What follows belongs to an exercise in optimizing a design on an open flow for small area; a production flow would make more cautious choices.
Only simulation tests tie the RTL to the original design; equivalence was not proved.
Power and IR drop assume default switching activity.

==> flow/design.v (excerpt) <==
module host_terminal_top #(
   parameter int MEM_WORDS    = 64,
   parameter int CALIB_CYCLES = 16,
   parameter int RING         = 4
) (
   input  logic                 ifclk,
   input  logic                 rst,
   input  term_pkg::term_addr_t term_addr,
   input  term_pkg::reg_addr_t  reg_addr,
   input  logic [31:0]          len,
   input  logic                 read_mode,
   input  logic                 read_req,
   input  logic                 read,
   input  logic                 write_mode,
   input  logic                 write,
   input  term_pkg::reg_data_t  reg_datai,
   output term_pkg::reg_data_t  reg_datao,
   output logic                 read_rdy,
   output logic                 write_rdy,
   output term_pkg::reg_data_t  transfer_status
);
   localparam int WORD_AW = $clog2(MEM_WORDS);
   logic       dram_read_mode;
   logic       dram_read_req;
   logic       dram_read;
   logic       dram_write_mode;
   logic       dram_write;
   logic       ctrl_write;
   term_pkg::reg_data_t  dram_datao;
   term_pkg::reg_data_t  ctrl_datao;
   logic       dram_read_rdy;
   logic       dram_write_rdy;
   logic       cmd_en;
   logic       cmd_rd;
   logic       wr_en;
   logic       rd_en;
   logic       wq_load;
   logic [WORD_AW-1:0]   wq_addr;
   term_pkg::mem_word_t  wq_data;
   logic       cap_win;
   logic [WORD_AW-1:0]   cap_addr;
   logic       cmd_full;
   term_pkg::mem_word_t  rd_word;
   logic       rd_empty;
   logic       calib_done;
   term_router term_router_i (
      .term_addr       (term_addr),
      .read_mode       (read_mode),
      .read_req        (read_req),
      .read            (read),
      .write_mode      (write_mode),
      .write           (write),
      .dram_datao      (dram_datao),
      .ctrl_datao      (ctrl_datao),
      .dram_read_rdy   (dram_read_rdy),
      .dram_write_rdy  (dram_write_rdy),
      .dram_read_mode  (dram_read_mode),
      .dram_read_req   (dram_read_req),
      .dram_read       (dram_read),
      .dram_write_mode (dram_write_mode),
      .dram_write      (dram_write),
      .ctrl_write      (ctrl_write),
  ...
Size: ~5100 cells after synthesis, roughly 2200 flip-flops, roughly 140 I/O pins.
export LEC_CHECK = 0
export ABC_AREA = 1
export CAP_MARGIN = 20
export CORE_MARGIN = 2
export CORE_UTILIZATION = 75
export SLEW_MARGIN = 20
create_clock -name core_clock -period 8.0 [get_ports {ifclk}]
standard.sh (not shown) runs the stock make flow with config.mk's settings and CLKGATE_MAP_FILE= SYNTH_SCRIPT=/design/flow/synth_recipe.tcl, a recipe that flattens the netlist after the stock synthesis.
==> flow/flow/run.sh <==
#!/bin/bash
# Standard layout with a leaner clock tree (no dummy loads, larger sink
# clusters) and single-size port buffers. Synthesis is the standard flow's own.
set -euo pipefail
export BUFFER_PORTS_ARGS="-buffer_cell sky130_fd_sc_hd__buf_1"
export CTS_ARGS="-sink_clustering_enable -repair_clock_nets -dont_use_dummy_load -buf_list {sky130_fd_sc_hd__clkbuf_16} -sink_clustering_size 36 -sink_clustering_max_diameter 50"
bash standard.sh > flow_make.log 2>&1
Change:
--- a/flow/flow/run.sh
+++ b/flow/flow/run.sh
@@ -6 +6 @@
-export CTS_ARGS="-sink_clustering_enable -repair_clock_nets -dont_use_dummy_load -buf_list {sky130_fd_sc_hd__clkbuf_16} -sink_clustering_size 36 -sink_clustering_max_diameter 50"
+export CTS_ARGS="-sink_clustering_enable -repair_clock_nets -dont_use_dummy_load -buf_list {sky130_fd_sc_hd__clkbuf_4 sky130_fd_sc_hd__clkbuf_8} -sink_clustering_size 16 -sink_clustering_max_diameter 50"
CORE_UTILIZATION = 50   (was 75)
PLACE_DENSITY = 0.7   (was unset)
After rerunning:
- The new run passed the timing, design-rule and antenna checks
- routed wire length fell by 2.1%
- hold slack gains 14 ps
- utilization fell by 28 points
- power fell by 7.8%
- final cell count rose by 8.2%
- sequential cell count is unchanged
- via count fell by 3.7%
Change:
CORE_UTILIZATION = 60   (was 50)
PLACE_DENSITY = unset   (was 0.7)
=> Synthesized cell count is unchanged; routed wire length is higher by 1.5%; via count goes down by 1.0%; power increases by 0.66%; die area came out lower by 16%.
Change:
==> flow/run.sh (new file) <==
#!/bin/bash
# synth_recipe.tcl (not shown) runs the flow's synth.tcl, then flattens the netlist and writes it again
# the make line also repeats each setting of config.mk as NAME=value (left out here)
make -C /OpenROAD-flow-scripts/flow DESIGN_CONFIG=/design/flow/config.mk WORK_HOME=/design/flow/orfs CLKGATE_MAP_FILE= SYNTH_SCRIPT=/design/flow/synth_recipe.tcl finish
CTS_BUF_LIST = sky130_fd_sc_hd__clkbuf_2 sky130_fd_sc_hd__clkbuf_4 sky130_fd_sc_hd__clkbuf_8   (was unset)
CTS_CLUSTER_SIZE = 30   (was unset)
removed: flow/flow/run.sh
removed: flow/standard.sh
Effect: The changed run produced a clean layout. Sequential share of layout area shrinks by 5.7 points. Via count grows by 4.4%. Die area does not change. Worst setup slack got worse by 620 ps. Power grows by 27%. Clock skew hardly moves. Global-route usage grows by 0.57 points. Utilization grows by 5.4 points. Cell area grows by 8.4%. Final cell count grows by about 6%. Hold slack got worse by 16 ps.
Change:
==> flow/flow/run.sh (new file) <==
#!/bin/bash
# Standard layout with a leaner clock tree (no dummy loads, larger sink
# clusters) and single-size port buffers. Synthesis is the standard flow's own.
set -euo pipefail
export BUFFER_PORTS_ARGS="-buffer_cell sky130_fd_sc_hd__buf_1"
export CTS_ARGS="-sink_clustering_enable -repair_clock_nets -dont_use_dummy_load -buf_list {sky130_fd_sc_hd__clkbuf_4 sky130_fd_sc_hd__clkbuf_8} -sink_clustering_size 16 -sink_clustering_max_diameter 50"
bash standard.sh > flow_make.log 2>&1
==> flow/standard.sh (new file) <==
#!/bin/bash
# synth_recipe.tcl (not shown) runs the flow's synth.tcl, then flattens the netlist and writes it again
# the make line also repeats each setting of config.mk as NAME=value (left out here)
make -C /OpenROAD-flow-scripts/flow DESIGN_CONFIG=/design/flow/config.mk WORK_HOME=/design/flow/orfs CLKGATE_MAP_FILE= SYNTH_SCRIPT=/design/flow/synth_recipe.tcl "${@:-finish}"
CTS_BUF_LIST = unset   (was sky130_fd_sc_hd__clkbuf_2 sky130_fd_sc_hd__clkbuf_4 sky130_fd_sc_hd__clkbuf_8)
CTS_CLUSTER_SIZE = unset   (was 30)
GPL_ROUTABILITY_DRIVEN = 0   (was unset)
GPL_TIMING_DRIVEN = 0   (was unset)
removed: flow/run.sh
Effect: Global-route usage climbs by 1.9 points; via count climbs slightly; final area drops by a few percent; worst setup slack improved by 600 ps.
Change:
--- a/flow/flow/run.sh
+++ b/flow/flow/run.sh
@@ -6 +6 @@
-export CTS_ARGS="-sink_clustering_enable -repair_clock_nets -dont_use_dummy_load -buf_list {sky130_fd_sc_hd__clkbuf_4 sky130_fd_sc_hd__clkbuf_8} -sink_clustering_size 16 -sink_clustering_max_diameter 50"
+export CTS_ARGS="-sink_clustering_enable -repair_clock_nets -dont_use_dummy_load -buf_list {sky130_fd_sc_hd__clkbuf_16} -sink_clustering_size 30 -sink_clustering_max_diameter 45"
GPL_ROUTABILITY_DRIVEN = unset   (was 0)
GPL_TIMING_DRIVEN = unset   (was 0)
What happened: The new run finished with timing, DRC and antenna clean. Non-clock buffer count falls by 215. Cell area rises by 1.2%. Hold slack got worse by 5.3 ps. First-iteration DRC count falls by 9.8%. Global-route usage falls by 2.5 points. Power rises by 10%.

what the ideal ports hide:
No port has a modelled driver above. Below, the same layouts with a new extraction and two added sets of constraints.
Step 1: set_driving_cell puts a clkbuf_16 on ifclk and a buf_2 on each other input, an assumption about the parent block.
Step 2 moves the port delays by t, midway between the first and last clock arrival at a register: inputs arrive t later, outputs are due t later. That takes back most of the time a late clock gives input paths.
Three values: ideal ports, drivers, drivers and shift; two values: the first two.
run | shift t [ns] | setup slack, ns | worst hold slack (ns) | pins driven straight from the clock port
the first run | 0.780 | 1.998 / 1.977 / 1.977 | 0.281 / 0.281 / 0.281 | 1
the second run | 0.881 | 1.686 / 1.666 / 1.666 | 0.295 / 0.295 / 0.295 | 1
the third run | 0.907 | 2.271 / 2.247 / 1.906 | 0.294 / 0.294 / 0.294 | 1
the fourth run | 0.992 | 1.649 / 1.627 / 1.627 | 0.277 / 0.277 / 0.277 | 1
the fifth run | 0.908 | 2.245 / 2.225 / 2.225 | 0.285 / 0.285 / 0.285 | 1
the sixth run | 0.804 | 2.293 / 2.268 / 1.872 | 0.280 / 0.280 / 0.280 | 1
After both steps setup and hold are still met in every run listed. For the sixth run, which loses most, drivers alone change the setup slack by -0.025 ns; drivers and shift together by -0.421 ns.
